Background: an optimization exercise with open tools, aiming at small area, a short achievable clock period and few clock cycles per item. Do not read the settings as production practice. Function was checked by simulation only, so behaviour that the tests miss may differ from the original. No activity file was given, so power comes from the tool's default toggle rates.

// matrix_mem_sequencer
module matrix_mem_sequencer #(
  parameter int ADDR_W = 8,
  parameter int DATA_W = 256,
  parameter int RD_LAT = 2
) (
  input  logic              clk,
  input  logic              rst,
  input  logic              start,
  input  logic [ADDR_W-1:0] addr_a,
  input  logic [ADDR_W-1:0] addr_b,
  input  logic [ADDR_W-1:0] addr_c,
  output logic              busy,
  output logic              done,
  output logic [ADDR_W-1:0] ram_addr,
  output logic              ram_wren,
  output logic [DATA_W-1:0] ram_wdata,
  input  logic [DATA_W-1:0] ram_rdata,
  output logic [DATA_W-1:0] mat_a,
  output logic [DATA_W-1:0] mat_b,
  input  logic [DATA_W-1:0] mat_c
);
For scale: roughly 1900 cells after synthesis, roughly 1300 I/O pins.
Settings: LEC_CHECK=0, CAP_MARGIN=20, CORE_AREA=3 3 317 317, DIE_AREA=0 0 320 320, SETUP_SLACK_MARGIN=1.7, SLEW_MARGIN=20; clock period 3.5 ns.
standard.sh (not shown) runs the stock make flow with config.mk's settings and CLKGATE_MAP_FILE= SYNTH_SCRIPT=/design/flow/synth_recipe.tcl, a recipe that flattens the netlist after the stock synthesis.
==> flow/flow/run.sh <==
#!/bin/bash
# Standard ORFS layout with small port buffers (buf_1 on inputs, buf_2 on
# outputs) and the five datapath pins of each bit placed side by side.
# make's full output goes to standard_flow.log; each ORFS step also keeps its
# own log under orfs/logs.
set -euo pipefail
W=$(pwd)
export PRE_GLOBAL_PLACE_TCL=$W/flow/bufports.tcl
export BUFFER_PORTS_ARGS="-outputs -buffer_cell sky130_fd_sc_hd__buf_2"
args="-min_distance 1 -min_distance_in_tracks"
for i in $(seq 0 255); do
  args="$args -group_pins {mat_c[$i] ram_rdata[$i] mat_a[$i] ram_wdata[$i] mat_b[$i]}"
done
export PLACE_PINS_ARGS="$args"
bash standard.sh > $W/standard_flow.log 2>&1
==> flow/flow/bufports.tcl <==
# Input ports get a small buffer here; the standard flow's buffer_ports call (BUFFER_PORTS_ARGS)
# buffers the outputs. dont_touch keeps remove_buffers from taking the input
# buffers out again before placement.
buffer_ports -inputs -buffer_cell sky130_fd_sc_hd__buf_1
foreach inst [get_cells input*] { set_dont_touch $inst }
Testbench counts at the start, summed over its fixed seeds: cycles 8,227, items 3,200.
Change:
==> flow/flow/run.sh (replaced) <==
#!/bin/bash
# Standard ORFS layout with small port buffers (buf_1 on inputs and on
# outputs) and the five datapath pins of each bit placed side by side.
# make's full output goes to standard_flow.log; each ORFS step also keeps its
# own log under orfs/logs.
set -euo pipefail
W=$(pwd)
export PRE_GLOBAL_PLACE_TCL=$W/flow/bufports.tcl
export POST_GLOBAL_PLACE_TCL=$W/flow/unbuf.tcl
export BUFFER_PORTS_ARGS="-outputs -buffer_cell sky130_fd_sc_hd__buf_1"
args="-min_distance 1 -min_distance_in_tracks"
for i in $(seq 0 255); do
  args="$args -group_pins {mat_c[$i] ram_rdata[$i] mat_a[$i] ram_wdata[$i] mat_b[$i]}"
done
export PLACE_PINS_ARGS="$args"
export CTS_ARGS="-sink_clustering_enable -repair_clock_nets -sink_clustering_size 30 -sink_clustering_max_diameter 120 -balance_levels"
bash standard.sh > $W/standard_flow.log 2>&1
==> flow/flow/unbuf.tcl (new file) <==
# The input buffers were dont_touch only to survive remove_buffers; clear it
# so later steps treat them like any cell, and tie their supply pins with the
# platform's global connections.
foreach inst [get_cells input*] { unset_dont_touch $inst }
global_connect
- SETUP_SLACK_MARGIN: 1.7 -> 1.5
The new run finished with timing, DRC and antenna clean.
Global-route usage decreases by 1.9 points.
Non-clock buffer count decreases by 47.
Die area is unchanged.
Routed wire length decreases by 8.3%.
Via count decreases by 3.8%.
Setup slack got worse by 0.016 ns.
Critical path depth does not change.

* * *

matrix_mem_sequencer, a different RTL version from the one above (not shown whole).
For scale: about 2,000 cells after synthesis, ~31,000 um2 of cells after synthesis.
export LEC_CHECK = 0
export CAP_MARGIN = 20
export CORE_AREA = 5 5 295 295
export DIE_AREA = 0 0 300 300
export SLEW_MARGIN = 20
create_clock -name core_clock -period 3.5 [get_ports {clk}]
run.sh (not shown) runs the stock make flow with config.mk's settings and CLKGATE_MAP_FILE= SYNTH_SCRIPT=/design/flow/synth_recipe.tcl, a recipe that flattens the netlist after the stock synthesis.
Stock flow here: none of the scripts above is used.
The starting point failed in 3_2_place_iop (PPL-0024).
Testbench counts at the start, summed over its fixed seeds: cycles 8,227, items 3,200.
==> next run, changes <==
==> flow/flow/run.sh (new file) <==
#!/bin/bash
# Standard ORFS layout with small port buffers and pins one track apart.
set -euo pipefail
W=$(pwd)
export DONT_BUFFER_PORTS=1
export PRE_GLOBAL_PLACE_TCL=$W/flow/bufports.tcl
export PLACE_PINS_ARGS="-min_distance 1 -min_distance_in_tracks"
bash standard.sh > $W/standard_flow.log 2>&1
==> flow/flow/bufports.tcl (new file) <==
# Buffer every port with a small buffer (the standard flow's buffer_ports picks a delay cell).
buffer_ports -inputs -buffer_cell sky130_fd_sc_hd__buf_1
buffer_ports -outputs -buffer_cell sky130_fd_sc_hd__buf_2
==> flow/standard.sh (new file) <==
#!/bin/bash
# synth_recipe.tcl (not shown) runs the flow's synth.tcl, then flattens the netlist and writes it again
# the make line also repeats each setting of config.mk as NAME=value (left out here)
make -C /OpenROAD-flow-scripts/flow DESIGN_CONFIG=/design/flow/config.mk WORK_HOME=/design/flow/orfs CLKGATE_MAP_FILE= SYNTH_SCRIPT=/design/flow/synth_recipe.tcl "${@:-finish}"
Settings changed: CORE_AREA 5 5 295 295 to 3 3 277 277, DIE_AREA 0 0 300 300 to 0 0 280 280.
removed: flow/run.sh
Effect: Now the flow ran to the end with no violations; area after synthesis does not change; synthesized cell count does not change.
==> next run, changes <==
==> flow/run.sh (new file) <==
#!/bin/bash
# synth_recipe.tcl (not shown) runs the flow's synth.tcl, then flattens the netlist and writes it again
# the make line also repeats each setting of config.mk as NAME=value (left out here)
make -C /OpenROAD-flow-scripts/flow DESIGN_CONFIG=/design/flow/config.mk WORK_HOME=/design/flow/orfs CLKGATE_MAP_FILE= SYNTH_SCRIPT=/design/flow/synth_recipe.tcl finish
Settings changed: CORE_AREA 3 3 277 277 to 5 5 475 475, DIE_AREA 0 0 280 280 to 0 0 480 480.
removed: flow/flow/run.sh
removed: flow/flow/bufports.tcl
removed: flow/standard.sh
Cell area increases by 50%; final cell count increases by 120%; total power increases by 23%; sequential power decreases by about 8%; core utilization decreases by 22 points; fmax decreases by 5.8%; area after synthesis is unchanged; wire length increases by 110%; sequential cell count is unchanged; hold slack gains 0.24 ns; non-clock buffer count increases by 1355.

what the ideal ports hide:
The flow's constraints put no driver on any port. The routed layouts listed below were extracted and timed again, unchanged, in two steps.
Step 1 (the two cells are an assumption about what drives the block):
set clk [get_ports {clk}]
set_driving_cell -lib_cell sky130_fd_sc_hd__clkbuf_16 $clk
set_driving_cell -lib_cell sky130_fd_sc_hd__buf_2 [delete_from_list [all_inputs] $clk]
Step 2 also shifts input and output timing later by t, the mid clock arrival at the registers, as if the neighbouring blocks saw the same clock.
a / b / c = no drivers / after step 1 / after step 2; a / b = the first two.
| run | t, ns | slack for setup (ns) | worst register clock-pin slew, ns | worst data-port slew with drivers (ns) | cell pins on the clock port's net |
|---|---|---|---|---|---|
| the first run of note 1 | 0.671 | 1.525 / 1.467 / 1.151 | 0.06 / 0.06 | 0.60 | 1 |
| the second run of note 1 | 0.688 | 1.508 / 1.444 / 1.090 | 0.12 / 0.12 | 0.57 | 1 |
| the second run of note 2 | 0.659 | 0.760 / 0.760 / 0.760 | 0.06 / 0.06 | 0.49 | 1 |
| the third run of note 2 | 0.778 | 0.591 / 0.512 / 0.536 | 0.06 / 0.06 | 0.46 | 1 |
After both steps every run listed still meets setup and hold. The setup slack of the second run of note 1, which loses most, moves by -0.064 ns with the drivers and by -0.418 ns with both steps.
